Source: an optimization exercise on an open RTL-to-GDS flow (aim: small area). Production flows keep margins and buffers that such runs may drop. Only simulation tests tie the RTL to the original design; equivalence was not proved. No activity file was given, so power comes from the tool's default toggle rates.

`design/flow/config.mk`:
```
export PLATFORM = sky130hd
export DESIGN_NAME = caret_control_text_screen
export DESIGN_NICKNAME = caret_control_text_screen
export VERILOG_FILES = /design/flow/design.v
export SDC_FILE = /design/flow/constraint.sdc
export NUM_CORES = 4
export LEC_CHECK = 0
export CAP_MARGIN = 20
export CORE_MARGIN = 2
export CORE_UTILIZATION = 40
export CTS_BUF_LIST = sky130_fd_sc_hd__clkbuf_16
export CTS_CLUSTER_DIAMETER = 80
export CTS_CLUSTER_SIZE = 20
export SLEW_MARGIN = 20
export SYNTH_HIERARCHICAL = 1
```
`design/flow/constraint.sdc`:
```
create_clock -name core_clock -period 6.0 [get_ports {clk}]
set_input_delay 1.2000 -clock core_clock [delete_from_list [all_inputs] [get_ports {clk}]]
set_output_delay 1.2000 -clock core_clock [all_outputs]
set_load 0.01 [all_outputs]
```
`design/flow/design.v`:
```
package ccts_pkg;
	localparam int DEF_ROWS = 10;
	localparam int DEF_COLS = 10;
	localparam logic [1:0] OP_FEED = 2'd0;
	localparam logic [1:0] OP_READ = 2'd1;
	localparam logic [1:0] OP_NEW  = 2'd2;
	localparam logic [7:0] CH_CARET = 8'h5E;
	localparam logic [7:0] CH_SPACE = 8'h20;
	localparam logic [7:0] CH_0     = 8'h30;
	localparam logic [7:0] CH_9     = 8'h39;
	localparam logic [7:0] CH_B     = 8'h62;
	localparam logic [7:0] CH_C     = 8'h63;
	localparam logic [7:0] CH_D     = 8'h64;
	localparam logic [7:0] CH_E     = 8'h65;
	localparam logic [7:0] CH_H     = 8'h68;
	localparam logic [7:0] CH_I     = 8'h69;
	localparam logic [7:0] CH_L     = 8'h6C;
	localparam logic [7:0] CH_O     = 8'h6F;
	localparam logic [7:0] CH_R     = 8'h72;
	localparam logic [7:0] CH_U     = 8'h75;
	typedef enum logic [1:0] {
		SCR_NONE  = 2'd0,
		SCR_WRITE = 2'd1,
		SCR_ERASE = 2'd2,
		SCR_CLEAR = 2'd3
	} scr_op_t;
	typedef struct packed {
		scr_op_t    op;
		logic       ins;
		logic [7:0] ch;
	} scr_cmd_t;
endpackage
module ccts_bit (
	input  logic we,
	input  logic x,
	input  logic sh,
	input  logic y,
	input  logic hold,
	input  logic s,
	output logic d
);
	assign d = (we & x) | (sh & y) | (hold & s);
endmodule
module ccts_bit0 (
	input  logic we,
	input  logic x,
	input  logic hold,
	input  logic s,
	output logic d
);
	assign d = (we & x) | (hold & s);
endmodule
module ccts_aoi222 (
	input  logic a0,
	input  logic b0,
	input  logic a1,
	input  logic b1,
	input  logic a2,
	input  logic b2,
	output logic y
);
	assign y = ~((a0 & b0) | (a1 & b1) | (a2 & b2));
endmodule
module ccts_sel10 (
	input  logic [9:0] sel,
	input  logic [9:0] v,
	output logic       y
);
	logic [2:0] n;
	ccts_aoi222 u0 (.a0(sel[0]), .b0(v[0]), .a1(sel[1]), .b1(v[1]), .a2(sel[2]), .b2(v[2]), .y(n[0]));
	ccts_aoi222 u1 (.a0(sel[3]), .b0(v[3]), .a1(sel[4]), .b1(v[4]), .a2(sel[5]), .b2(v[5]), .y(n[1]));
	ccts_aoi222 u2 (.a0(sel[6]), .b0(v[6]), .a1(sel[7]), .b1(v[7]), .a2(sel[8]), .b2(v[8]), .y(n[2]));
	assign y = ~(n[0] & n[1] & n[2]) | (sel[9] & v[9]);
endmodule
import ccts_pkg::*;
module caret_control_text_screen #(
	parameter int ROWS = ccts_pkg::DEF_ROWS,
	parameter int COLS = ccts_pkg::DEF_COLS
) (
	input  logic       clk,
	input  logic       arst_n,
	input  logic       req_valid,
	output logic       req_ready,
	input  logic [1:0] opcode,
	input  logic [7:0] char_byte,
	input  logic       line_end,
	input  logic [3:0] read_row,
	input  logic [3:0] read_col,
	output logic       rsp_valid,
	input  logic       rsp_ready,
	output logic [7:0] cell_char,
	output logic [3:0] cursor_row,
	output logic [3:0] cursor_col,
	output logic       insert_on
);
	logic [3:0] cur_y_q, cur_y_n;
	logic [3:0] cur_x_q, cur_x_n;
	logic       ins_q, ins_n;
	logic       ph_caret_q, ph_caret_n;
	logic       ph_digit_q, ph_digit_n;
	logic [3:0] held_q;
	logic       rsp_valid_q;
	logic [7:0] cell_char_q;
	logic       acc, feed, rd;
	logic       is_digit;
	logic       do_put, do_clr, do_era;
	logic [7:0] read_char;
	assign req_ready = !rsp_valid_q || rsp_ready;
	assign acc       = req_valid && req_ready;
	assign feed      = acc && opcode == OP_FEED;
	assign rd        = acc && opcode == OP_READ;
	assign is_digit = (char_byte >= CH_0) && (char_byte <= CH_9);
	always_comb begin
		cur_y_n    = cur_y_q;
		cur_x_n    = cur_x_q;
		ins_n      = ins_q;
		ph_caret_n = ph_caret_q;
		ph_digit_n = ph_digit_q;
		do_put     = 1'b0;
		do_clr     = 1'b0;
		do_era     = 1'b0;
		if (feed) begin
			ph_caret_n = 1'b0;
			ph_digit_n = 1'b0;
			if (ph_caret_q) begin
				if (is_digit) begin
					ph_digit_n = 1'b1;
				end else begin
					case (char_byte)
						CH_B: cur_x_n = '0;
						CH_C: do_clr = 1'b1;
						CH_E: do_era = 1'b1;
						CH_H: begin
							cur_y_n = '0;
							cur_x_n = '0;
						end
						CH_I: ins_n = 1'b1;
						CH_O: ins_n = 1'b0;
						CH_D: if (cur_y_q != 4'(ROWS - 1)) cur_y_n = cur_y_q + 4'd1;
						CH_U: if (cur_y_q != 4'd0) cur_y_n = cur_y_q - 4'd1;
						CH_L: if (cur_x_q != 4'd0) cur_x_n = cur_x_q - 4'd1;
						CH_R: if (cur_x_q != 4'(COLS - 1)) cur_x_n = cur_x_q + 4'd1;
						CH_CARET: do_put = 1'b1;
						default: ;
					endcase
				end
			end else if (ph_digit_q && is_digit) begin
				cur_y_n = held_q;
				cur_x_n = char_byte[3:0];
			end else if (char_byte == CH_CARET) begin
				ph_caret_n = 1'b1;
			end else begin
				do_put = 1'b1;
			end
			if (do_put && cur_x_q != 4'(COLS - 1))
				cur_x_n = cur_x_q + 4'd1;
			if (line_end) begin
				ph_caret_n = 1'b0;
				ph_digit_n = 1'b0;
			end
		end else if (acc && opcode == OP_NEW) begin
			do_clr     = 1'b1;
			cur_y_n    = '0;
			cur_x_n    = '0;
			ins_n      = 1'b0;
			ph_caret_n = 1'b0;
			ph_digit_n = 1'b0;
		end
	end
	logic [ROWS-1:0] row_eq, row_sel, rd_row;
	logic [COLS-1:0] col_eq, col_gt, col_lt, rd_col;
	logic [COLS-1:0] col_wr, col_sh, col_keep;
	logic            cur_blank;
	always_comb begin
		for (int r = 0; r < ROWS; r++) begin
			row_eq[r] = (cur_y_q == 4'(r));
			rd_row[r] = (read_row == 4'(r));
		end
		for (int c = 0; c < COLS; c++) begin
			col_eq[c] = (cur_x_q == 4'(c));
			col_gt[c] = (4'(c) > cur_x_q);
			col_lt[c] = (4'(c) < cur_x_q);
			rd_col[c] = (read_col == 4'(c));
		end
		row_sel  = {ROWS{do_put | do_era}} & row_eq;
		col_wr   = {COLS{do_put}} & col_eq;
		col_sh   = {COLS{do_put & ins_q & !cur_blank}} & col_gt;
		col_keep = {COLS{!cur_blank}} & (col_lt | ({COLS{do_put & !ins_q}} & col_gt));
	end
	logic [7:0]      s_q [ROWS][COLS];
	logic [ROWS-1:0] blank_q;
	logic [7:0]      wbus;
	assign wbus      = char_byte ^ CH_SPACE;
	assign cur_blank = |(row_eq & blank_q);
	for (genvar r = 0; r < ROWS; r++) begin : g_row
		always_ff @(posedge clk or negedge arst_n) begin
			if (!arst_n)
				blank_q[r] <= 1'b1;
			else if (do_clr)
				blank_q[r] <= 1'b1;
			else if (row_sel[r])
				blank_q[r] <= 1'b0;
		end
		for (genvar c = 0; c < COLS; c++) begin : g_col
			logic       we, sh, hold;
			logic [7:0] d;
			assign we   = row_sel[r] & col_wr[c];
			assign sh   = row_sel[r] & col_sh[c];
			assign hold = ~row_sel[r] | col_keep[c];
			for (genvar b = 0; b < 8; b++) begin : g_bit
				if (c == 0) begin : g_first
					ccts_bit0 u_bit (.we(we), .x(wbus[b]), .hold(hold), .s(s_q[r][c][b]), .d(d[b]));
				end else begin : g_next
					ccts_bit u_bit (.we(we), .x(wbus[b]), .sh(sh), .y(s_q[r][c-1][b]),
						.hold(hold), .s(s_q[r][c][b]), .d(d[b]));
				end
			end
			always_ff @(posedge clk)
				s_q[r][c] <= d;
		end
	end
	logic [7:0]      row_or [ROWS];
	logic [ROWS-1:0] row_v  [8];
	logic [ROWS-1:0] rd_row_nb;
	logic            col_ok;
	assign col_ok    = |rd_col;
	assign rd_row_nb = rd_row & ~blank_q;
	for (genvar r = 0; r < ROWS; r++) begin : g_rrow
		for (genvar b = 0; b < 8; b++) begin : g_rbit
			logic [COLS-1:0] v;
			for (genvar c = 0; c < COLS; c++) begin : g_rcol
				assign v[c] = s_q[r][c][b];
			end
			ccts_sel10 u_sel (.sel(rd_col), .v(v), .y(row_or[r][b]));
			if (b == 5) begin : g_inv
				assign row_v[b][r] = rd_row[r] & (blank_q[r] | ~row_or[r][b]);
			end else begin : g_true
				assign row_v[b][r] = row_or[r][b];
			end
		end
	end
	for (genvar b = 0; b < 8; b++) begin : g_rout
		if (b == 5) begin : g_inv
			assign read_char[b] = col_ok & |row_v[b];
		end else begin : g_true
			ccts_sel10 u_sel (.sel(rd_row_nb), .v(row_v[b]), .y(read_char[b]));
		end
	end
	always_ff @(posedge clk or negedge arst_n) begin
		if (!arst_n) begin
			cur_y_q    <= '0;
			cur_x_q    <= '0;
			ins_q      <= 1'b0;
			ph_caret_q <= 1'b0;
			ph_digit_q <= 1'b0;
		end else begin
			cur_y_q    <= cur_y_n;
			cur_x_q    <= cur_x_n;
			ins_q      <= ins_n;
			ph_caret_q <= ph_caret_n;
			ph_digit_q <= ph_digit_n;
		end
	end
	always_ff @(posedge clk) begin
		if (feed && ph_caret_q)
			held_q <= char_byte[3:0];
	end
	always_ff @(posedge clk or negedge arst_n) begin
		if (!arst_n)
			rsp_valid_q <= 1'b0;
		else if (rd)
			rsp_valid_q <= 1'b1;
		else if (rsp_ready)
			rsp_valid_q <= 1'b0;
	end
	always_ff @(posedge clk) begin
		if (rd)
			cell_char_q <= read_char;
	end
	assign rsp_valid  = rsp_valid_q;
	assign cell_char  = cell_char_q;
	assign cursor_row = cur_y_q;
	assign cursor_col = cur_x_q;
	assign insert_on  = ins_q;
endmodule
```
`design/flow/run.sh`:
```
#!/bin/bash
# synth_recipe.tcl (not shown) runs the flow's synth.tcl, then flattens the netlist and writes it again
# the make line also repeats each setting of config.mk as NAME=value (left out here)
make -C /OpenROAD-flow-scripts/flow DESIGN_CONFIG=/design/flow/config.mk WORK_HOME=/design/flow/orfs CLKGATE_MAP_FILE= SYNTH_SCRIPT=/design/flow/synth_recipe.tcl finish
```
==> results of run 1 <==
## state kept, by name (all words and copies together), names as in the netlist
| register | count |
|---|---|
| ins_q | 1 |
| ph_caret_q | 1 |
| cell_char_q | 8 |
| cur_x_q | 4 |
| ph_digit_q | 1 |
| s_q | 800 |
| cur_y_q | 4 |
| blank_q | 10 |
| rsp_valid_q | 1 |
| held_q | 4 |
## through the flow
step	std cells	util	setup WS (ns)
2_1_floorplan	3460	-	0.5762
3_3_place_gp	4684	0.4298	1.026
3_5_place_dp	4684	0.4298	1.007
4_1_cts	4753	0.4457	1.648
5_1_grt	4753	0.4458	1.377
6_report	4753	0.4458	1.497
## layout by cell type (no fill, tap or decap), drive strengths merged, types with 5 or more instances in the layout
master,synthesis,layout
a222oi,982,982
dfxtp,800,800
inv,736,747
nand2,219,219
nor2,217,217
buf,36,93
nand4,91,91
a22o,81,81
clkbuf,22,50
clkdlybuf4s50,0,34
nand3,27,27
o21ai,23,23
a21oi,23,23
nand2b,17,17
nor3,17,17
edfxtp,12,12
dfrtp,12,12
nor4,11,11
dfstp,10,10
ha,9,9
a31oi,8,8
clkinv,0,8
nor3b,7,7
a21o,7,7
nor2b,7,7
or3,6,6
or4,5,5
## per-module statistics from Yosys, one instance, submodules excluded
module / flip-flops and latches / copies in the design
ccts_aoi222: 0 / 261
ccts_bit: 0 / 720
ccts_sel10: 0 / 87
caret_control_text_screen: 834 / 1
ccts_bit0: 0 / 80
## worst register-to-register path, delay by kind of cell, from the launching register on
kind	cells	cell delay, ns
AOI/OAI and AO/OA	4	1.35
and+or+nand+nor	3	1.34
buffers and inverters	3	0.66
adders and majority gates	1	0.48
DFF	1	0.62
## worst paths after layout
check | end | slack (ns) | cells past startpoint
worst max-delay path | s_q[13][7]$_DFF_P_ | 1.50 | 11
worst min-delay path | s_q[78][2]$_DFF_P_ | 0.49 | 2
worst max register to register | s_q[13][7]$_DFF_P_ | 1.50 | 11
worst min register to register | s_q[78][2]$_DFF_P_ | 0.49 | 2
max in group asynchronous | blank_q[4]$_DFFE_PN1P_ | 4.71 | 2
min in group asynchronous | rsp_valid_q$_DFFE_PN0P_ | 0.96 | 2
## power groups by stage
| stage | logic, mW | clock network (mW) | registers (mW) |
|---|---|---|---|
| detailed placement | 0.392 | 0 | 5.72 |
| floorplan | 0.141 | 0 | 5.71 |
| CTS | 0.393 | 3.51 | 5.59 |
| global placement | 0.390 | 0 | 5.72 |
| finish | 0.412 | 3.44 | 5.59 |
| global route | 0.422 | 3.71 | 5.59 |
## cell type report
cell class | count | area share
sequential | 834 | 0.4394
inverter | 736 | 0.07173
clock buffer | 50 | 0.03245
clock inverter | 19 | 0.003245
timing repair buffer | 127 | 0.02898
tap | 1155 | 0.03749
multi-input combinational | 1832 | 0.3867
## cells by family (layout without fill, tap and decap cells)
| family | after synthesis | count (layout) | synth area share |
|---|---|---|---|
| muxes | 3 | 3 | 0.0009338 |
| and+or+nand+nor | 654 | 654 | 0.09615 |
| AOI/OAI and AO/OA | 1162 | 1162 | 0.3235 |
| adders and majority gates | 9 | 9 | 0.003233 |
| xor gates and xnor gates | 4 | 4 | 0.001006 |
| DFF | 834 | 834 | 0.4862 |
| buffers and inverters | 794 | 932 | 0.08893 |
## metal layers
metal / track usage / up-vias / routed length [um]
met2: 0.4110 / 2193 / 54370
met3: 0.06639 / 265 / 16440
met4: 0.1051 / 8 / 5506
li1: - / 14541 / -
met5: 0.007407 / - / 148
met1: 0.3997 / 15961 / 55480
==> summary.txt, run 1 <==
Yosys:
- The commonest cells after synthesis are a222oi_1 (982), dfxtp_1 (800), inv_1 (734).
- Among all flip-flop cells after synthesis, the most frequent one is dfxtp_1.
- Each instance of the synthesized netlist takes up on average between 10 and 15 sq um.
- The dominant cell by count in the synthesized netlist is a222oi_1.
- The cell type contributing the most total cell area after synthesis is dfxtp_1.
- The post-synthesis instance total is around 3500.
- In this run, synthesis produced a sequential element count of about 830.
- The post-synthesis net count is 3492.
- The total standard cell area after synthesis is 34840 sq um.
- The async set-reset flop share out of synthesis is 0.02638.
- In this run, synthesis inferred 12 flip-flops with an integrated enable.
- In this run, distinct cell masters in the synthesized netlist total 85.
- Ranked by total cell area, the synthesized netlist is headed by dfxtp_1 (46%), a222oi_1 (28%), inv_1 (7.9%).
- For this run, the number of Yosys warnings is 12.
- The sequential-to-total area share from yosys stat is 0.4862.
- The fraction of post-synthesis cell area in the top cell type by area is 0.4597.

Setup path:
- STA classifies the critical path startpoint as a register.
- Data on the critical path is required at its endpoint by around 6.6 ns.
- The critical path is of the reg2reg type.
- The critical path startpoint is cur_y_q[0]$_DFFE_PN0P_.
- In this design, the stage delay of the slowest critical-path cell is approximately 0.7 ns.
- Walking the worst path, the cells encountered are inv_1 > ha_1 > a222oi_1 > o211a_1 > a211o_1 > nand2_1 > or3_1 > buf_4 > nor2_1 > a222oi_1 > inv_1.
- The combined buffer and inverter count along the critical path is 3.
- In this run the critical register-to-register path is launched from cur_y_q[0]$_DFFE_PN0P_.
- The largest fanout on the critical path is 11.
- The arrival time reported for the critical path endpoint is 5.08 ns.
- The cell family with the largest share of critical-path delay is compound AO/OA/AOI/OAI gates.
- The worst setup path is captured at a register.
- The cell type of the slowest stage on the worst timing path is or3_1.

Floorplan:
- The core footprint is 86480 sq um.
- The floorplan die area is between 80000 and 90000 sq um.
- The floorplan has between 100 and 150 rows.
- The initial utilization of the core area, before any placement, comes to 0.4028.
- The die height is 299.1 um.
- Pin placement for this block handled 42 I/O pins.
- The chip width is about 300 um.

Job:
- The count of maximum capacitance violations is 0.

Clock network:
- The total CTS buffers is a little under 50.
- The clock root buffer is clkbuf_16.
- The number of buffers on the longest clock path is 3.
- The insertion delay to the later sink of the worst-skew pair is 0.65 ns.
- After clock tree synthesis, the clock-pin slew on the worst setup and hold paths is roughly 0.090 ns.
- After clock tree synthesis, the flow added hold-fix buffers numbering 0.
- The number of H-tree levels is 2.
- The tree built by TritonCTS fans out to between 800 and 900 sinks.
- In this run, post-CTS repair resized a total of 0 instances.
- The total setup buffers inserted after CTS is 0.
- The clock tree from TritonCTS is done.

Power:
- The total design power is between 9 and 10 mW.
- The net switching fraction of the power is 0.2408.
- Of the total power, combinational logic draws 0.044.
- The analysis attributes to cell leakage a power of 18.29 nW.
- The peak ir drop on the vdd network is between 0.0002 and 0.00025 V.
- For this design the total switching power over the nets is roughly 2.3 mW.
- The internal portion of the total power is 7.173 mW.
- Power spread over the standard cell area amounts to about 250 nW/um^2.
- The power share of the clock group is 0.365.
- Of the total power, registers draw 0.592.

Routing:
- Wires add up to ~130000 um.
- After detailed routing, the number of vias per cell comes to a little under 7.
- The detailed router's first-iteration violation count is 9263.
- The detail route stage leaves a number of antenna-violating nets equal to 0.
- The detailed router placed ~33000 vias in this run.
- For this run, design rule violations remaining after detail routing come to 0.
- The detailed-routing iteration count for the pre-antenna-repair pass is 17.
- The routed length per placed instance is roughly 28 um.

STA:
- The count of pins over their slew limit is 0.
- Setup repair after global routing left no endpoint under its margin.
- The setup TNS is 0 ns.
- Setup violations remaining at the end of the flow were counted as 0.
- For the final database, setup skew stands at roughly 0.038 ns.
- The hold violation count in the final report came to 0.
- The tightest hold margin is ~0.5 ns.
- Counting I/O delays and the setup requirement, the final critical path takes between 4 and 5 ns.
- At the pin with the least slew margin, the transition time is about 1.1 ns.
- The maximum operating frequency is ~220 MHz.
- The post-route fraction of the period consumed by the critical path is 0.7506.
- The tightest slew margin relative to the limit is 0.2808.

Layout:
- The final layout contains roughly 3600 nets.
- The number of filler cells placed in the layout is 8336.
- In the final layout, the multi-input gates occupy around 15000 sq um.
- Of the cells placed in the final design, the portion with a size suffix greater than 1 is 0.07421.
- Relative to the synthesized area, the layout overhead comes to 10.67%.
- 0 antenna diodes ended up in the layout.
- The register area is 16940 sq um.
- The finished cells cover about 39000 sq um.

Global routing:
- The initial antenna violation count came to 5.
- The number of global-route vias before repair was a little under 30000.
- The combined global-route utilization of all metal layers is 0.2810.
- The total overflow left after global routing is 0.
- The pin count of the biggest net entering global routing is between 80 and 90.
- The first global-routing pass estimated roughly 200000 um of wire.

Placed design:
- The total cell area at the placement stage is roughly 37000 sq um.
- Summed over all nets, the half-perimeter wirelength after detailed placement is about 91000 um.
- During placement, the flow inserted port buffers numbering 41.
- The final weighted congestion of routability-driven global placement is just over 1.

Hold path:
- The tightest min-delay check is of the reg2reg type.
- The source of the worst hold timing path is s_q[77][2]$_DFF_P_.

Status:
- The flow ran to the end and the layout has no timing, DRC or antenna violations.
==> inputs of run 2 (changes only) <==
--- a/design/flow/design.v
+++ b/design/flow/design.v
@@ -41,3 +41,3 @@
 );
-	assign d = (we & x) | (sh & y) | (hold & s);
+	assign d = ~((we & x) | (sh & y) | (hold & s));
 endmodule
@@ -46,3 +46,2 @@
 	input  logic x,
-	input  logic hold,
 	input  logic s,
@@ -50,3 +49,11 @@
 );
-	assign d = (we & x) | (hold & s);
+	assign d = ~(we ? x : s);
+endmodule
+module ccts_wcol (
+	input  logic sel,
+	input  logic ch,
+	input  logic sp,
+	output logic x
+);
+	assign x = (sel & ch) | sp;
 endmodule
@@ -171,3 +178,3 @@
 	logic [COLS-1:0] col_eq, col_gt, col_lt, rd_col;
-	logic [COLS-1:0] col_wr, col_sh, col_keep;
+	logic [COLS-1:0] col_we, col_put, col_sh, col_keep;
 	logic            cur_blank;
@@ -185,5 +192,6 @@
 		row_sel  = {ROWS{do_put | do_era}} & row_eq;
-		col_wr   = {COLS{do_put}} & col_eq;
+		col_put  = {COLS{do_put}} & col_eq;
 		col_sh   = {COLS{do_put & ins_q & !cur_blank}} & col_gt;
 		col_keep = {COLS{!cur_blank}} & (col_lt | ({COLS{do_put & !ins_q}} & col_gt));
+		col_we   = ~(col_sh | col_keep);
 	end
@@ -191,5 +199,20 @@
 	logic [ROWS-1:0] blank_q;
-	logic [7:0]      wbus;
-	assign wbus      = char_byte ^ CH_SPACE;
+	logic            pol_q;
+	logic [7:0]      chp;
+	logic [7:0]      xcol [COLS];
+	always_ff @(posedge clk or negedge arst_n) begin
+		if (!arst_n)
+			pol_q <= 1'b0;
+		else
+			pol_q <= ~pol_q;
+	end
+	assign chp       = char_byte ^ CH_SPACE ^ {8{pol_q}};
 	assign cur_blank = |(row_eq & blank_q);
+	for (genvar c = 0; c < COLS; c++) begin : g_wcol
+		logic sp;
+		assign sp = pol_q & col_we[c] & ~col_put[c];
+		for (genvar b = 0; b < 8; b++) begin : g_wbit
+			ccts_wcol u_w (.sel(col_put[c]), .ch(chp[b]), .sp(sp), .x(xcol[c][b]));
+		end
+	end
 	for (genvar r = 0; r < ROWS; r++) begin : g_row
@@ -204,12 +227,15 @@
 		for (genvar c = 0; c < COLS; c++) begin : g_col
-			logic       we, sh, hold;
 			logic [7:0] d;
-			assign we   = row_sel[r] & col_wr[c];
-			assign sh   = row_sel[r] & col_sh[c];
-			assign hold = ~row_sel[r] | col_keep[c];
-			for (genvar b = 0; b < 8; b++) begin : g_bit
-				if (c == 0) begin : g_first
-					ccts_bit0 u_bit (.we(we), .x(wbus[b]), .hold(hold), .s(s_q[r][c][b]), .d(d[b]));
-				end else begin : g_next
-					ccts_bit u_bit (.we(we), .x(wbus[b]), .sh(sh), .y(s_q[r][c-1][b]),
+			if (c == 0) begin : g_first
+				logic we;
+				assign we = row_sel[r] & col_we[c];
+				for (genvar b = 0; b < 8; b++) begin : g_bit
+					ccts_bit0 u_bit (.we(we), .x(xcol[c][b]), .s(s_q[r][c][b]), .d(d[b]));
+				end
+			end else begin : g_next
+				logic sh, hold;
+				assign sh   = row_sel[r] & col_sh[c];
+				assign hold = ~row_sel[r] | col_keep[c];
+				for (genvar b = 0; b < 8; b++) begin : g_bit
+					ccts_bit u_bit (.we(row_sel[r]), .x(xcol[c][b]), .sh(sh), .y(s_q[r][c-1][b]),
 						.hold(hold), .s(s_q[r][c][b]), .d(d[b]));
@@ -224,4 +250,6 @@
 	logic [ROWS-1:0] rd_row_nb;
-	logic            col_ok;
-	assign col_ok    = |rd_col;
+	logic [7:0]      raw;
+	logic            rd_ok, rd_blank;
+	assign rd_ok     = (|rd_col) & (|rd_row);
+	assign rd_blank  = |(rd_row & blank_q);
 	assign rd_row_nb = rd_row & ~blank_q;
@@ -234,7 +262,3 @@
 			ccts_sel10 u_sel (.sel(rd_col), .v(v), .y(row_or[r][b]));
-			if (b == 5) begin : g_inv
-				assign row_v[b][r] = rd_row[r] & (blank_q[r] | ~row_or[r][b]);
-			end else begin : g_true
-				assign row_v[b][r] = row_or[r][b];
-			end
+			assign row_v[b][r] = row_or[r][b];
 		end
@@ -242,8 +266,5 @@
 	for (genvar b = 0; b < 8; b++) begin : g_rout
-		if (b == 5) begin : g_inv
-			assign read_char[b] = col_ok & |row_v[b];
-		end else begin : g_true
-			ccts_sel10 u_sel (.sel(rd_row_nb), .v(row_v[b]), .y(read_char[b]));
-		end
-	end
+		ccts_sel10 u_sel (.sel(rd_row_nb), .v(row_v[b]), .y(raw[b]));
+	end
+	assign read_char = {8{rd_ok}} & (rd_blank ? CH_SPACE : (raw ^ CH_SPACE ^ {8{pol_q}}));
 	always_ff @(posedge clk or negedge arst_n) begin
--- a/design/flow/config.mk
+++ b/design/flow/config.mk
@@ -10,5 +10,5 @@
 export CORE_UTILIZATION = 40
-export CTS_BUF_LIST = sky130_fd_sc_hd__clkbuf_16
-export CTS_CLUSTER_DIAMETER = 80
-export CTS_CLUSTER_SIZE = 20
+export CTS_BUF_LIST = sky130_fd_sc_hd__clkbuf_8
+export CTS_CLUSTER_DIAMETER = 60
+export CTS_CLUSTER_SIZE = 14
 export SLEW_MARGIN = 20
==> run 2 against run 1 <==
  * Still clean on timing, DRC and antenna
  * Critical path depth fell by 1
  * Sequential cell count rose by 1
  * Sequential power rose by 74%
  * Total power rose by 75%
==> summary.txt, run 2 <==
Global routing:
- The pin count of the biggest net entering global routing is 82 (-2.4%).
- The combined global-route utilization of all metal layers is 0.3535 (+0.07254).
- The initial antenna violation count is 4 (-1).
- The first-pass GRT wire length came to 215000 um (+10%).
- The overflow left after global routing came to 0 (unchanged).
- The number of global-route vias before repair is 29486 (+0.28%).

Yosys:
- The dominant cell by count in the synthesized netlist is a222oi_1.
- The post-synthesis register bit count is 835 (+0.12%).
- The number of warnings printed during yosys synthesis came to 13 (+1).
- The post-synthesis net count came to 2763 (-21%).
- The synthesized-area fraction occupied by xor and xnor cells came to 0.004894 (+0.003888).
- Ranked by instance count, the synthesized netlist is headed by a222oi_1 (985), dfxtp_1 (800), nand2_1 (203).
- The portion of netlist area occupied by mux cells is 0.02680 (+0.02587).
- The main combinational cell family by area after synthesis is compound AO/OA/AOI/OAI gates.
- The total standard cell area after synthesis is 32210 sq um (-7.5%).
- The number of different library cells in the post-synthesis netlist was 75 (-12%).
- In the synthesized netlist the dominant register cell turns out to be dfxtp_1.
- The fraction of the mapped netlist area in compound gates is 0.3466 (+0.02310).
- The fraction of post-synthesis cell area in the top cell type by area is 0.4971 (+0.03741).
- The post-synthesis adder-cell area fraction is 0.003496 (+0.0002630).
- The share of synthesized cell area in and, or, nand and nor gates is 0.07978 (-0.01637).
- The post-synthesis area per instance is 11.80 sq um (+17%).
- The sequential-to-total area share from yosys stat was 0.5266 (+0.04034).
- The number of enable-type register cells in the synthesized netlist is 12 (unchanged).
- The cell type contributing the most total cell area after synthesis is dfxtp_1.
- The async set-reset flop share out of synthesis is 0.02754 (+0.001166).
- The post-synthesis instance total is 2731 (-21%).
- Sorting the synthesized cells by area gives the leading types as dfxtp_1 (50%), a222oi_1 (31%), mux2i_1 (2.6%).

Clock network:
- The number of buffers on the longest clock path is 3 (unchanged).
- The clock-pin slew on the worst setup and hold paths is 0.10 ns (about the same).
- The clock tree from TritonCTS is done.
- The number of gates given a new drive strength after cts is 0 (unchanged).
- The number of H-tree levels came to 3 (+1).
- The total setup buffers inserted after CTS is 0 (unchanged).
- The CTS sink count is 835 (+0.12%).
- Clock tree synthesis selected as its root buffer the cell clkbuf_8.
- The total CTS buffers is 76 (+55%).
- The count of hold-fix buffers inserted at cts is 0 (unchanged).
- The insertion delay to the later sink of the worst-skew pair is 0.74 ns (+0.09 ns).

Power:
- The total design power is 16.52 mW (+75%).
- The leakage component of the power came to 12.34 nW (-33%).
- The power per standard cell area is 454.3 nW/um^2 (+85%).
- The peak ir drop on the vdd network is 0.0002058 V (-3.0%).

Floorplan:
- The chip width came to 287.8 um (-3.8%).
- The core footprint is 80160 sq um (-7.3%).
- The floorplan die area was 82820 sq um (-7.4%).
- The die height is 287.8 um (-3.8%).
- The effective utilization at floorplan was 0.4019 (-0.0009117).
- The site row count was 104 (-3.7%).
- The boundary pin count is 42 (unchanged).

Setup path:
- By startpoint and endpoint, the worst setup path is classified as in2reg.
- The largest fanout on the critical path came to 59 (+48).
- The arrival time reported for the critical path endpoint was 5.23 ns (+0.15 ns).
- The required time at the worst-slack endpoint came to 6.49 ns (-0.09 ns).
- The maximum cell stage delay along the critical path is 0.80 ns (+0.11 ns).
- The signal on the critical path passes through clkdlybuf4s50_1 > nand2b_1 > nor2_4 > buf_12 > a222oi_1 > nand4_1 > a222oi_1 > nand4_1 > xnor2_1 > nor2_1.
- The slowest stage of the critical path belongs to the cell a222oi_1.
- STA classifies the critical path endpoint as a register.
- The worst setup path is launched from an input pin.

STA:
- The tightest slew margin relative to the limit is 0.1099 (-0.1709).
- The count of pins over their slew limit is 0 (unchanged).
- The final setup skew is 0.04267 ns (+0.004284 ns).
- The post-route fraction of the period consumed by the critical path is 0.7904 (+0.03981).
- Setup repair after global routing left no endpoint under its margin.
- The total setup violations reported at the end of the flow is 0 (unchanged).
- The tightest hold margin is 0.4607 ns (-0.02630 ns).
- The shortest clock period the worst path allows after layout is 4.742 ns (+0.2389 ns).
- The setup TNS came to 0 ns (unchanged).
- The slew of the pin with the lowest slew margin is 1.335 ns (+0.2646 ns).
- The hold violation count in the final report is 0 (unchanged).
- The maximum operating frequency is 210.9 MHz (-5.0%).
- The final worst setup slack came to 1.258 ns (-0.2389 ns).

Layout:
- Relative to the synthesized area, the layout overhead comes to 12.88%.
- The register area is 16960 sq um (+0.15%).
- In the layout the commonest cells are a222oi_1 (985), dfxtp_1 (800), nand2_1 (203).
- The number of filler cells placed in the layout came to 7432 (-11%).
- Ranked by flip-flop count, first place goes to s_q.
- The most common cell after layout, fill and taps aside is a222oi_1.
- The total number of nets in the final design is 2970 (-18%).
- The fraction of layout instances using a drive strength above 1 is 0.1023 (+0.02808).
- The largest registers in the layout are s_q (800), blank_q (10), cell_char_q (8).
- The final cell count without fillers is 4035 (-15%).
- The flip-flop count of the largest register after layout is 800 (unchanged).
- The area used by multi-input combinational logic is 15020 sq um (+0.71%).

Job:
- The count of maximum capacitance violations is 0 (unchanged).

Routing:
- The via count came to 32881 (-0.26%).
- The detailed-routing iteration count for the pre-antenna-repair pass is 17 (unchanged).
- The total routed wirelength is 154200 um (+17%).
- The post-detailed-route via-to-cell ratio is 8.149 (+17%).
- The detailed router's first-iteration violation count is 11666 (+26%).
- The routed length per placed instance came to 38.21 um (+38%).
- The DRC violations left is 0 (unchanged).
- The count of nets left with antenna violations after detail routing is 0 (unchanged).

Placed design:
- The placed wire-length estimate after detailed placement is 111100 um (+22%).
- The number of input and output port buffers inserted is 41 (unchanged).
- The post-placement setup slack is 0.7454 ns (-0.2612 ns).
- The final weighted congestion of routability-driven global placement is 1.047 (+2.0%).
- The number of instances in the placed design is 3919 (-16%).

Hold path:
- The path class of the tightest hold or removal check is reg2reg.

Status:
- The run finished with no timing, DRC or antenna violations.
==> run 2: changes by cell type after synthesis, moves of 31 or more <==
cell | before | now
inv_1 | 734 | 19
a21o_1 | 7 | 90
mux2i_1 | 1 | 84
a22o_1 | 81 | 0
nor2_2 | 43 | 1
nor2_1 | 170 | 139
==> run 2: final timing paths <==
| path | start | endpoint | slack [ns] | depth (start not counted) |
|---|---|---|---|---|
| max | read_col[3] | cell_char_q[4]$_DFFE_PP_ | 1.26 | 10 |
| min | s_q[88][0]$_DFF_P_ | s_q[89][0]$_DFF_P_ | 0.46 | 1 |
| max reg2reg | cur_y_q[0]$_DFFE_PN0P_ | s_q[2][2]$_DFF_P_ | 1.42 | 10 |
| min reg2reg | s_q[88][0]$_DFF_P_ | s_q[89][0]$_DFF_P_ | 0.46 | 1 |
| max in group asynchronous | arst_n | ph_digit_q$_DFFE_PN0N_ | 5.11 | 1 |
| min in group asynchronous | arst_n | cur_y_q[2]$_DFFE_PN0P_ | 0.47 | 1 |
==> run 2: metrics by stage <==
step / util / area, sq um
CTS: 0.4535 / 36350
global route: 0.4536 / 36360
floorplan: - / 32250
global placement: 0.4368 / 35020
detailed placement: 0.4369 / 35020
finish: 0.4536 / 36360
==> run 2: cell type report <==
| type | instances | share of cell area |
|---|---|---|
| diodes | 3 | 0.0002065 |
| clock buffers | 81 | 0.03066 |
| clock inverters | 31 | 0.005884 |
| inverters | 27 | 0.002787 |
| multi-input cells | 1812 | 0.4129 |
| flip-flops and latches | 835 | 0.4665 |
| well taps | 1060 | 0.03647 |
| repair buffers | 186 | 0.04453 |
==> run 2: modules after synthesis, one instance, submodules excluded <==
module | flip-flops and latches | area, sq um | times used | cells
ccts_aoi222 | 0 | 10.01 | 264 | 1
ccts_sel10 | 0 | 10.01 | 88 | 2
caret_control_text_screen | 835 | 20080 | 1 | 1411
ccts_bit0 | 0 | 10.01 | 80 | 1
ccts_wcol | 0 | 7.507 | 80 | 1
ccts_bit | 0 | 10.01 | 720 | 1
==> run 2: where the power goes <==
part,internal (mW),leakage [nW],switching (mW)
clock,1.27,0.707,2.06
combinational,1.57,4.26,1.89
sequential,7.66,7.37,2.06
total,10.5,12.3,6.02
==> run 2: layer usage <==
layer  vias to the layer above  share of wire  global-route usage
li1                      13314              -                   -
met1                     16193           0.39              0.4965
met2                      2996           0.40              0.4893
met3                       374           0.17              0.1308
met4                         4          0.040              0.1308
met5                         -        0.00076            0.009884
==> run 2: logic make-up (layout without fill, tap and decap cells) <==
logic type	Yosys count	after routing
other cells	0	3
simple gates	541	541
xor+xnor	18	18
flops	835	835
fa+ha+maj	9	9
buf+inv	84	325
mux	86	86
compound gates	1158	1158
==> run 2: worst max-delay path, delay by kind of cell <==
family          cells  cell delay (ns)
compound gates      2             1.58
simple gates        5             1.11
buf+inv             2             1.02
xor+xnor            1             0.21
==> inputs of run 3 (changes only) <==
==> design/flow/flow/run.sh (new file) <==
#!/bin/bash
# Layout flow: the standard layout (standard.sh, with the standard synthesis
# unchanged), with two changes in how the layout is made:
#  - each port gets the smallest buffer, sky130_fd_sc_hd__buf_1;
#  - clock tree synthesis clusters at most 14 flip-flops within 60 um under each
#    sky130_fd_sc_hd__clkbuf_8 and adds no dummy loads.
# make's output goes to standard_flow.log; each ORFS step keeps its own log
# under orfs/logs.
set -euo pipefail
cd "$(dirname "$0")/.."
export BUFFER_PORTS_ARGS="-buffer_cell sky130_fd_sc_hd__buf_1"
export CTS_ARGS="-sink_clustering_enable -repair_clock_nets -dont_use_dummy_load -sink_clustering_size 14 -sink_clustering_max_diameter 60 -buf_list sky130_fd_sc_hd__clkbuf_8"
bash standard.sh finish > standard_flow.log 2>&1
==> design/flow/standard.sh (new file) <==
#!/bin/bash
# synth_recipe.tcl (not shown) runs the flow's synth.tcl, then flattens the netlist and writes it again
# the make line also repeats each setting of config.mk as NAME=value (left out here)
make -C /OpenROAD-flow-scripts/flow DESIGN_CONFIG=/design/flow/config.mk WORK_HOME=/design/flow/orfs CLKGATE_MAP_FILE= SYNTH_SCRIPT=/design/flow/synth_recipe.tcl "${@:-finish}"
--- a/design/flow/config.mk
+++ b/design/flow/config.mk
@@ -10,5 +10,2 @@
 export CORE_UTILIZATION = 40
-export CTS_BUF_LIST = sky130_fd_sc_hd__clkbuf_8
-export CTS_CLUSTER_DIAMETER = 60
-export CTS_CLUSTER_SIZE = 14
 export SLEW_MARGIN = 20
removed: design/flow/run.sh
==> run 3 against run 2 <==
  * Still clean on timing, DRC and antenna
  * Clock skew up 0.017 ns
  * Global-route usage up 0.96 points
  * Clock-buffer cell count down 8
  * Combinational power down 3%
  * Sequential power up 0.6%
  * Die area unchanged
  * Core utilization down 1.2 points
  * Clock power down 9.9%
  * Wire length up 2.2%
  * Critical path type unchanged
==> summary.txt, run 3 <==
Layout:
- The final cell count without fillers is 3952 (-2.1%).
- The total number of nets in the final design is 2925 (-1.5%).
- The flip-flop count of the largest register after layout is 800 (unchanged).
- The fraction of layout instances using a drive strength above 1 is 0.08059 (-0.02169).
- The register area was 16960 sq um (unchanged).
- The register containing the most flip-flops in the final layout is s_q.
- The area used by multi-input combinational logic came to 15040 sq um (+0.14%).
- The number of filler cells placed in the layout is 7542 (+1.5%).
- Compared with the post-synthesis result, the final layout area differs by 9.927%.
- The total non-filler cell area in the finished layout came to 35410 sq um (-2.6%).
- The most common cell after layout, fill and taps aside is a222oi_1.
- The largest registers in the layout are s_q (800), blank_q (10), cell_char_q (8).
- In the layout the commonest cells are a222oi_1 (985), dfxtp_1 (800), nand2_1 (203).

Floorplan:
- The site row count is 104 (unchanged).
- The floorplan die area is 82820 sq um (unchanged).
- The effective utilization at floorplan is 0.4019 (unchanged).
- The core footprint is 80160 sq um (unchanged).
- The boundary pin count is 42 (unchanged).
- The chip width is 287.8 um (unchanged).
- The die height was 287.8 um (unchanged).

Routing:
- The via count is 32890 (+0.027%).
- The count of nets left with antenna violations after detail routing is 0 (unchanged).
- The detailed router's first-iteration violation count is 11675 (+0.077%).
- The DRC violations left is 0 (unchanged).
- The routed length per placed instance is 39.89 um (+4.4%).
- The total routed wirelength is 157600 um (+2.2%).
- The detailed-routing iteration count for the pre-antenna-repair pass is 15 (-2).
- The post-detailed-route via-to-cell ratio is 8.322 (+2.1%).

Job:
- The count of maximum capacitance violations was 0 (unchanged).

Global routing:
- The initial antenna violation count came to 2 (-2).
- The number of global-route vias before repair is 29290 (-0.66%).
- The pin count of the biggest net entering global routing is 76 (-7.3%).
- The first-pass GRT wire length is 219800 um (+2.2%).
- The combined global-route utilization of all metal layers came to 0.3631 (+0.009576).
- The overflow left after global routing came to 0 (unchanged).

Yosys:
- The dominant cell by count in the synthesized netlist is a222oi_1.
- The number of different library cells in the post-synthesis netlist was 75 (unchanged).
- The sequential-to-total area share from yosys stat came to 0.5266 (unchanged).
- The commonest register cell after synthesis is dfxtp_1.
- The fraction of post-synthesis cell area in the top cell type by area is 0.4971 (unchanged).
- The post-synthesis instance total is 2731 (unchanged).
- The number of enable-type register cells in the synthesized netlist is 12 (unchanged).
- The total standard cell area after synthesis is 32210 sq um (unchanged).
- The async set-reset flop share out of synthesis is 0.02754 (unchanged).
- After synthesis, the cell types taking the most area are dfxtp_1 (50%), a222oi_1 (31%), mux2i_1 (2.6%).
- The post-synthesis register bit count came to 835 (unchanged).
- The post-synthesis area per instance came to 11.80 sq um (unchanged).
- The post-synthesis net count was 2763 (unchanged).
- The number of warnings printed during yosys synthesis is 13 (unchanged).
- In the synthesized netlist, the cells that appear most often are a222oi_1 (985), dfxtp_1 (800), nand2_1 (203).
- The largest total area in the synthesized netlist belongs to dfxtp_1.

STA:
- The tightest slew margin relative to the limit is 0.2086 (+0.09864).
- The post-route fraction of the period consumed by the critical path was 0.7741 (-0.01624).
- The hold violation count in the final report is 0 (unchanged).
- The maximum operating frequency is 215.3 MHz (+2.1%).
- The total setup violations reported at the end of the flow is 0 (unchanged).
- Setup repair after global routing left no endpoint under its margin.
- The final setup skew is 0.05949 ns (+0.01682 ns).
- The slew of the pin with the lowest slew margin came to 1.187 ns (-0.1480 ns).
- The final worst setup slack is 1.355 ns (+0.09744 ns).
- The shortest clock period the worst path allows after layout is 4.645 ns (-0.09744 ns).
- The count of pins over their slew limit is 0 (unchanged).
- The setup TNS came to 0 ns (unchanged).

Setup path:
- STA classifies the critical path endpoint as a register.
- The required time at the worst-slack endpoint is 6.42 ns (-0.07 ns).
- The maximum cell stage delay along the critical path is 0.87 ns (+0.07 ns).
- The signal on the critical path passes through buf_1 > nand2b_1 > nor3_4 > buf_4 > a222oi_1 > nand4_1 > a222oi_1 > nand4_1 > xnor2_1 > nor2_1.
- The cell family contributing the most delay on the critical path is compound AO/OA/AOI/OAI gates.
- The slowest stage of the critical path belongs to the cell a222oi_1.
- The arrival time reported for the critical path endpoint is 5.06 ns (-0.17 ns).
- The largest fanout on the critical path is 57 (-3.4%).
- The critical path startpoint category is an input pin.
- The path type of the worst setup path is in2reg.
- The launch instance of the worst register-to-register path is ph_caret_q$_DFFE_PN0N_.
- The combined buffer and inverter count along the critical path came to 2 (unchanged).
- The critical path startpoint is read_col[1].

Clock network:
- The clock tree from TritonCTS is done.
- The count of hold-fix buffers inserted at cts is 0 (unchanged).
- The number of H-tree levels is 3 (unchanged).
- The number of buffers on the longest clock path is 3 (unchanged).
- The total setup buffers inserted after CTS is 0 (unchanged).
- The tree is rooted in a clkbuf_8.
- The number of gates given a new drive strength after cts is 0 (unchanged).
- The CTS sink count is 835 (unchanged).
- The insertion delay to the later sink of the worst-skew pair is 0.72 ns (-0.02 ns).
- The total CTS buffers is 73 (-3.9%).
- The clock-pin slew on the worst setup and hold paths is 0.09 ns (about the same).

Placed design:
- The post-placement setup slack is 0.9759 ns (+0.2304 ns).
- The number of input and output port buffers inserted came to 41 (unchanged).
- The number of instances in the placed design was 3877 (-1.1%).
- The placed wire-length estimate after detailed placement is 113400 um (+2.1%).
- The final weighted congestion of routability-driven global placement is 1.066 (+1.8%).
- The total cell area at the placement stage is 34390 sq um (-1.8%).

Power:
- The peak ir drop on the vdd network is 0.0001772 V (-14%).
- The power per standard cell area is 455.4 nW/um^2 (+0.24%).
- The leakage component of the power is 11.87 nW (-3.8%).

Hold path:
- The source of the worst hold timing path is s_q[1][7]$_DFF_P_.
- The min-delay analysis places its worst path in the category reg2reg.

Status:
- The run finished with no timing, DRC or antenna violations.
## run 3: changes by cell type in the layout (fill, tap and decap cells not counted), sizes merged, moves of 5 or more
cell | previous run | this run
clkbuf | 82 | 74
clkinvlp | 5 | 0
clkdlybuf4s50 | 40 | 0
clkinv | 12 | 1
inv | 41 | 26
## run 3: cell families after synthesis
family / synth area share
AO/OA/AOI/OAI: 0.3466
flip-flops: 0.5266
AND/OR/NAND/NOR: 0.07978
multiplexers: 0.02680
buffers and inverters: 0.01185
XOR/XNOR: 0.004894
adder cells (fa/ha/maj): 0.003496
## run 3: worst paths after layout
check | end | slack, ns | cells past startpoint
setup / recovery | cell_char_q[2]$_DFFE_PP_ | 1.36 | 10
hold / removal | s_q[2][7]$_DFF_P_ | 0.45 | 1
setup reg to reg | s_q[27][5]$_DFF_P_ | 1.69 | 9
hold reg to reg | s_q[2][7]$_DFF_P_ | 0.45 | 1
max in group asynchronous | blank_q[7]$_DFFE_PN1P_ | 5.20 | 2
min in group asynchronous | cur_y_q[1]$_DFFE_PN0P_ | 0.50 | 2
## run 3: per-module statistics from Yosys, one instance, submodules excluded
| module | area (sq um) | flip-flops and latches |
|---|---|---|
| ccts_sel10 | 10.01 | 0 |
| ccts_wcol | 7.507 | 0 |
| ccts_aoi222 | 10.01 | 0 |
| ccts_bit0 | 10.01 | 0 |
| caret_control_text_screen | 20080 | 835 |
| ccts_bit | 10.01 | 0 |
## run 3: report_power, final
group | switching, mW | internal [mW] | total (mW)
Clock | 1.91 | 1.09 | 3.00
Combinational | 1.83 | 1.51 | 3.35
Sequential | 2.12 | 7.66 | 9.78
Total | 5.86 | 10.3 | 16.1
## run 3: final cells by class
type,instances,area share
multi-input combinational,1812,0.4246
sequential,835,0.4790
inverter,27,0.002862
tap,1060,0.03745
timing repair buffer,144,0.02759
antenna,1,0.00007066
clock buffer,73,0.02837
## run 3: through the flow
step           hold WS, ns    util  power (mW)
6_report            0.4547  0.4418       16.13
5_1_grt             0.4766  0.4418       16.61
4_1_cts             0.4466  0.4415       15.84
3_5_place_dp        0.4472  0.4290       12.94
3_3_place_gp        0.4420  0.4286       12.75
2_1_floorplan       0.4329       -       11.05
## run 3: per-layer routing
| metal | share of wire | global-route usage |
|---|---|---|
| met5 | 0.000070 | 0 |
| met1 | 0.39 | 0.5087 |
| met3 | 0.17 | 0.1358 |
| met4 | 0.046 | 0.1456 |
| met2 | 0.40 | 0.4984 |
==> inputs of run 4 (changes only) <==
==> design/flow/flow/run.sh (replaced) <==
#!/bin/bash
# Layout flow: the standard layout (standard.sh, with the standard synthesis
# unchanged), with two changes in how the layout is made:
#  - each port gets the smallest buffer, sky130_fd_sc_hd__buf_1;
#  - clock tree synthesis clusters at most 16 flip-flops within 65 um under each
#    sky130_fd_sc_hd__clkbuf_8 and adds no dummy loads.
# make's output goes to standard_flow.log; each ORFS step keeps its own log
# under orfs/logs.
set -euo pipefail
cd "$(dirname "$0")/.."
export BUFFER_PORTS_ARGS="-buffer_cell sky130_fd_sc_hd__buf_1"
export CTS_ARGS="-sink_clustering_enable -repair_clock_nets -dont_use_dummy_load -sink_clustering_size 16 -sink_clustering_max_diameter 65 -buf_list sky130_fd_sc_hd__clkbuf_8"
bash standard.sh finish > standard_flow.log 2>&1
==> run 4 against run 3 <==
  * Clock power down 8.3%
  * Sequential power about the same
  * Clock-buffer cell count down 12
  * Worst setup slack better by 0.062 ns
  * Largest cell class unchanged
==> summary.txt, run 4 <==
Status:
- The flow ran to the end and the layout has no timing, DRC or antenna violations.

Yosys:
- The synthesized-area fraction occupied by xor and xnor cells is 0.004894 (unchanged).
- The total standard cell area after synthesis is 32210 sq um (unchanged).
- The fraction of the mapped netlist area in compound gates came to 0.3466 (unchanged).
- The post-synthesis net count is 2763 (unchanged).
- By instance count, the leading cell after synthesis is a222oi_1.
- The number of warnings printed during yosys synthesis is 13 (unchanged).
- The post-synthesis adder-cell area fraction is 0.003496 (unchanged).
- The post-synthesis register bit count is 835 (unchanged).
- The sequential-to-total area share from yosys stat is 0.5266 (unchanged).
- The number of different library cells in the post-synthesis netlist came to 75 (unchanged).
- After synthesis, the cell types taking the most area are dfxtp_1 (50%), a222oi_1 (31%), mux2i_1 (2.6%).
- For this run, the leading register cell type out of synthesis is dfxtp_1.
- The post-synthesis area per instance is 11.80 sq um (unchanged).
- The portion of netlist area occupied by mux cells was 0.02680 (unchanged).
- The share of synthesized cell area in and, or, nand and nor gates is 0.07978 (unchanged).
- dfxtp_1 takes more of the synthesized area than any other cell.
- The fraction of post-synthesis cell area in the top cell type by area came to 0.4971 (unchanged).
- The post-synthesis instance total is 2731 (unchanged).
- The number of enable-type register cells in the synthesized netlist is 12 (unchanged).
- The main combinational cell family by area after synthesis is compound AO/OA/AOI/OAI gates.
- The async set-reset flop share out of synthesis is 0.02754 (unchanged).
- The commonest cells after synthesis are a222oi_1 (985), dfxtp_1 (800), nand2_1 (203).

Routing:
- The total routed wirelength came to 157100 um (-0.34%).
- The detailed router's first-iteration violation count is 11835 (+1.4%).
- The detailed-routing iteration count for the pre-antenna-repair pass came to 15 (unchanged).
- The post-detailed-route via-to-cell ratio was 8.334 (+0.14%).
- The count of nets left with antenna violations after detail routing is 0 (unchanged).
- The via count is 32846 (-0.13%).
- The DRC violations left was 0 (unchanged).
- The routed length per placed instance was 39.87 um (about the same).

Clock network:
- The insertion delay to the later sink of the worst-skew pair is 0.78 ns (+0.06 ns).
- The clock root buffer is clkbuf_8.
- The count of hold-fix buffers inserted at cts came to 0 (unchanged).
- The CTS sink count was 835 (unchanged).
- The clock tree from TritonCTS is done.
- The clock-pin slew on the worst setup and hold paths came to 0.11 ns (+0.02 ns).
- The number of gates given a new drive strength after cts is 0 (unchanged).
- The number of H-tree levels was 2 (-1).
- The total setup buffers inserted after CTS is 0 (unchanged).
- The number of buffers on the longest clock path came to 3 (unchanged).
- The total CTS buffers is 61 (-16%).

STA:
- The slew of the pin with the lowest slew margin came to 1.218 ns (+0.03043 ns).
- The final worst setup slack is 1.417 ns (+0.06200 ns).
- The post-route fraction of the period consumed by the critical path came to 0.7638 (-0.01033).
- The final setup skew is 0.1065 ns (+0.04705 ns).
- The count of pins over their slew limit is 0 (unchanged).
- The maximum operating frequency is 218.2 MHz (+1.4%).
- The shortest clock period the worst path allows after layout is 4.583 ns (-0.06200 ns).
- The tightest slew margin relative to the limit was 0.1883 (-0.02029).
- Setup repair after global routing left no endpoint under its margin.
- The hold violation count in the final report is 0 (unchanged).
- The total setup violations reported at the end of the flow is 0 (unchanged).
- The setup TNS is 0 ns (unchanged).

Global routing:
- The fraction of met1 tracks used by global routing is 0.5016 (-0.007157).
- The combined global-route utilization of all metal layers came to 0.3608 (-0.002253).
- The pin count of the biggest net entering global routing came to 76 (unchanged).
- The first-pass GRT wire length is 218700 um (-0.49%).
- The initial antenna violation count is 1 (-1).
- After global routing, the most crowded layer is met1.
- The met3 layer usage reported by global route is 0.1441 (+0.008320).
- The met2 capacity usage during global routing is 0.4959 (-0.002524).
- The number of global-route vias before repair came to 29154 (-0.46%).
- The overflow left after global routing was 0 (unchanged).

Layout:
- The flip-flop count of the largest register after layout is 800 (unchanged).
- s_q holds more flip-flops than any other register.
- Leaving out fill and tap cells, the most frequent cell in the layout is a222oi_1.
- The number of filler cells placed in the layout is 7540 (-0.027%).
- The register area came to 16960 sq um (unchanged).
- The largest registers in the layout are s_q (800), blank_q (10), cell_char_q (8).
- The library cells used most frequently in the layout, excluding fill and tap cells, are a222oi_1 (985), dfxtp_1 (800), nand2_1 (203).
- The total number of nets in the final design is 2913 (-0.41%).
- The area used by multi-input combinational logic is 15040 sq um (unchanged).
- The area added between synthesis and finish is 9.423%.
- The final cell count without fillers is 3941 (-0.28%).
- The fraction of layout instances using a drive strength above 1 is 0.07676 (-0.003832).
- The total non-filler cell area in the finished layout came to 35250 sq um (-0.46%).

Placed design:
- The post-placement setup slack is 0.9759 ns (unchanged).
- The number of instances in the placed design is 3877 (unchanged).
- The number of input and output port buffers inserted is 41 (unchanged).
- The total cell area at the placement stage is 34390 sq um (unchanged).
- The placed wire-length estimate after detailed placement came to 113400 um (unchanged).
- The final weighted congestion of routability-driven global placement is 1.066 (unchanged).

Floorplan:
- The die height is 287.8 um (unchanged).
- The floorplan die area is 82820 sq um (unchanged).
- The site row count came to 104 (unchanged).
- The core footprint was 80160 sq um (unchanged).
- The boundary pin count is 42 (unchanged).
- The effective utilization at floorplan is 0.4019 (unchanged).
- The chip width is 287.8 um (unchanged).

Job:
- The count of maximum capacitance violations is 0 (unchanged).

Power:
- The peak ir drop on the vdd network was 0.0001672 V (-5.6%).
- The leakage component of the power is 11.78 nW (-0.73%).
- The power per standard cell area is 450.3 nW/um^2 (-1.1%).
- The switching component of the power is 5.795 mW (-1.1%).
- The portion of total power attributed to sequential cells is 0.616 (+0.010).
- The total design power came to 15.87 mW (-1.6%).
- The total internal power was 10.08 mW (-1.8%).
- The net switching fraction of the power is 0.3651 (+0.001710).
- The power share of the clock group is 0.173 (-0.013).
- The relative contribution of combinational cells to total power came to 0.211 (+0.004).

Setup path:
- The combined buffer and inverter count along the critical path was 3 (+1).
- The maximum cell stage delay along the critical path was 0.95 ns (+0.08 ns).
- The arrival time reported for the critical path endpoint came to 5.02 ns (-0.04 ns).
- Among all stages on the critical path, the largest delay is contributed by a222oi_1.
- The largest fanout on the critical path is 57 (unchanged).
- The critical path startpoint category is an input pin.
- The worst setup path is of the in2reg kind.
- The required time at the worst-slack endpoint was 6.44 ns (+0.02 ns).
- The cell family with the largest share of critical-path delay is compound AO/OA/AOI/OAI gates.
- The signal on the critical path passes through buf_1 > nand2b_1 > nor3_4 > buf_4 > buf_4 > a222oi_1 > nand4_1 > a222oi_1 > nand4_1 > xor2_1 > a21oi_1.
- The sort of element at the end of the critical path is a register.

Hold path:
- The min-delay analysis places its worst path in the category in2async.
-- run 4: power by group through the flow --
stage / clock [mW] / sequential [mW] / combinational (mW)
CTS: 2.75 / 9.59 / 3.23
global placement: 0 / 9.64 / 3.12
floorplan: 0 / 8.85 / 2.20
finish: 2.75 / 9.78 / 3.35
detailed placement: 0 / 9.72 / 3.22
global route: 2.94 / 9.90 / 3.51
-- run 4: path summary, 6_finish.rpt --
kind / start / end / slack [ns] / depth (start not counted)
min: arst_n / pol_q$_DFF_PN0_ / 0.45 / 2
max in group asynchronous: arst_n / blank_q[1]$_DFFE_PN1P_ / 5.21 / 2
min reg2reg: s_q[1][3]$_DFF_P_ / s_q[2][3]$_DFF_P_ / 0.45 / 1
min in group core_clock: s_q[1][3]$_DFF_P_ / s_q[2][3]$_DFF_P_ / 0.45 / 1
max: read_col[1] / cell_char_q[5]$_DFFE_PP_ / 1.42 / 11
max reg2reg: cur_y_q[1]$_DFFE_PN0P_ / s_q[7][3]$_DFF_P_ / 1.73 / 9
-- run 4: kinds of logic (layout without fill, tap and decap cells) --
logic type	Yosys count	after routing
buffers and inverters	84	232
AND/OR/NAND/NOR	541	541
flip-flops	835	835
multiplexers	86	86
other	0	2
adder cells (fa/ha/maj)	9	9
XOR/XNOR	18	18
AO/OA/AOI/OAI	1158	1158
-- run 4: through the flow --
stage / utilization / hold WS (ns)
floorplan: - / 0.4329
global placement: 0.4286 / 0.4420
detailed placement: 0.4290 / 0.4472
CTS: 0.4395 / 0.4368
global route: 0.4397 / 0.4662
finish: 0.4398 / 0.4451
-- run 4: Yosys stat by module, one instance, submodules excluded --
module                     cells inside  copies in the design  flops+latches
ccts_bit                              1                   720              0
ccts_sel10                            2                    88              0
ccts_aoi222                           1                   264              0
ccts_bit0                             1                    80              0
caret_control_text_screen          1411                     1            835
ccts_wcol                             1                    80              0
-- run 4: final cells by class --
type	count	share of cell area
timing repair buffer	144	0.02772
sequential	835	0.4812
clock buffer	61	0.02382
inverter	27	0.002875
multi-input combinational	1812	0.4266
antenna	2	0.0001420
tap	1060	0.03762
-- run 4: metal layers --
| layer | vias up | routed length [um] |
|---|---|---|
| met5 | - | 0 |
| met4 | 0 | 7113 |
| met3 | 384 | 26260 |
| met2 | 3059 | 62360 |
| met1 | 16259 | 61380 |
| li1 | 13144 | - |
-- run 4: worst register-to-register path, delay by kind of cell, from the launching register on --
kind,cells,cell delay [ns]
simple gates,4,2.16
compound gates,3,1.00
flops,1,0.47
fa+ha+maj,1,0.29
buf+inv,1,0.13

[static timing again, ports no longer ideal]
The results above use ideal ports. As a check the final layouts listed here were re-extracted and re-timed, cells and wires unchanged.
Step 1 assumes that a clkbuf_16 drives the clock port and a buf_2 every other input.
Step 2 also shifts input and output timing later by t, the mid clock arrival at the registers, as if the neighbouring blocks saw the same clock.
a / b / c = ideal / step 1 / step 2; a / b = the first two.
run	shift t [ns]	setup slack, ns	worst register clock-pin slew, ns	pins driven straight from the clock port
run 1	0.704	1.497 / 1.497 / 0.867	0.09 / 0.09	1
run 2	0.784	1.258 / 1.279 / 0.496	0.10 / 0.10	1
run 3	0.756	1.355 / 1.397 / 0.640	0.10 / 0.10	1
run 4	0.794	1.417 / 1.461 / 0.666	0.12 / 0.12	1
After both steps setup and hold are still met in every run listed. The setup slack of run 2, which loses most, moves by +0.021 ns with the drivers and by -0.762 ns with both steps.
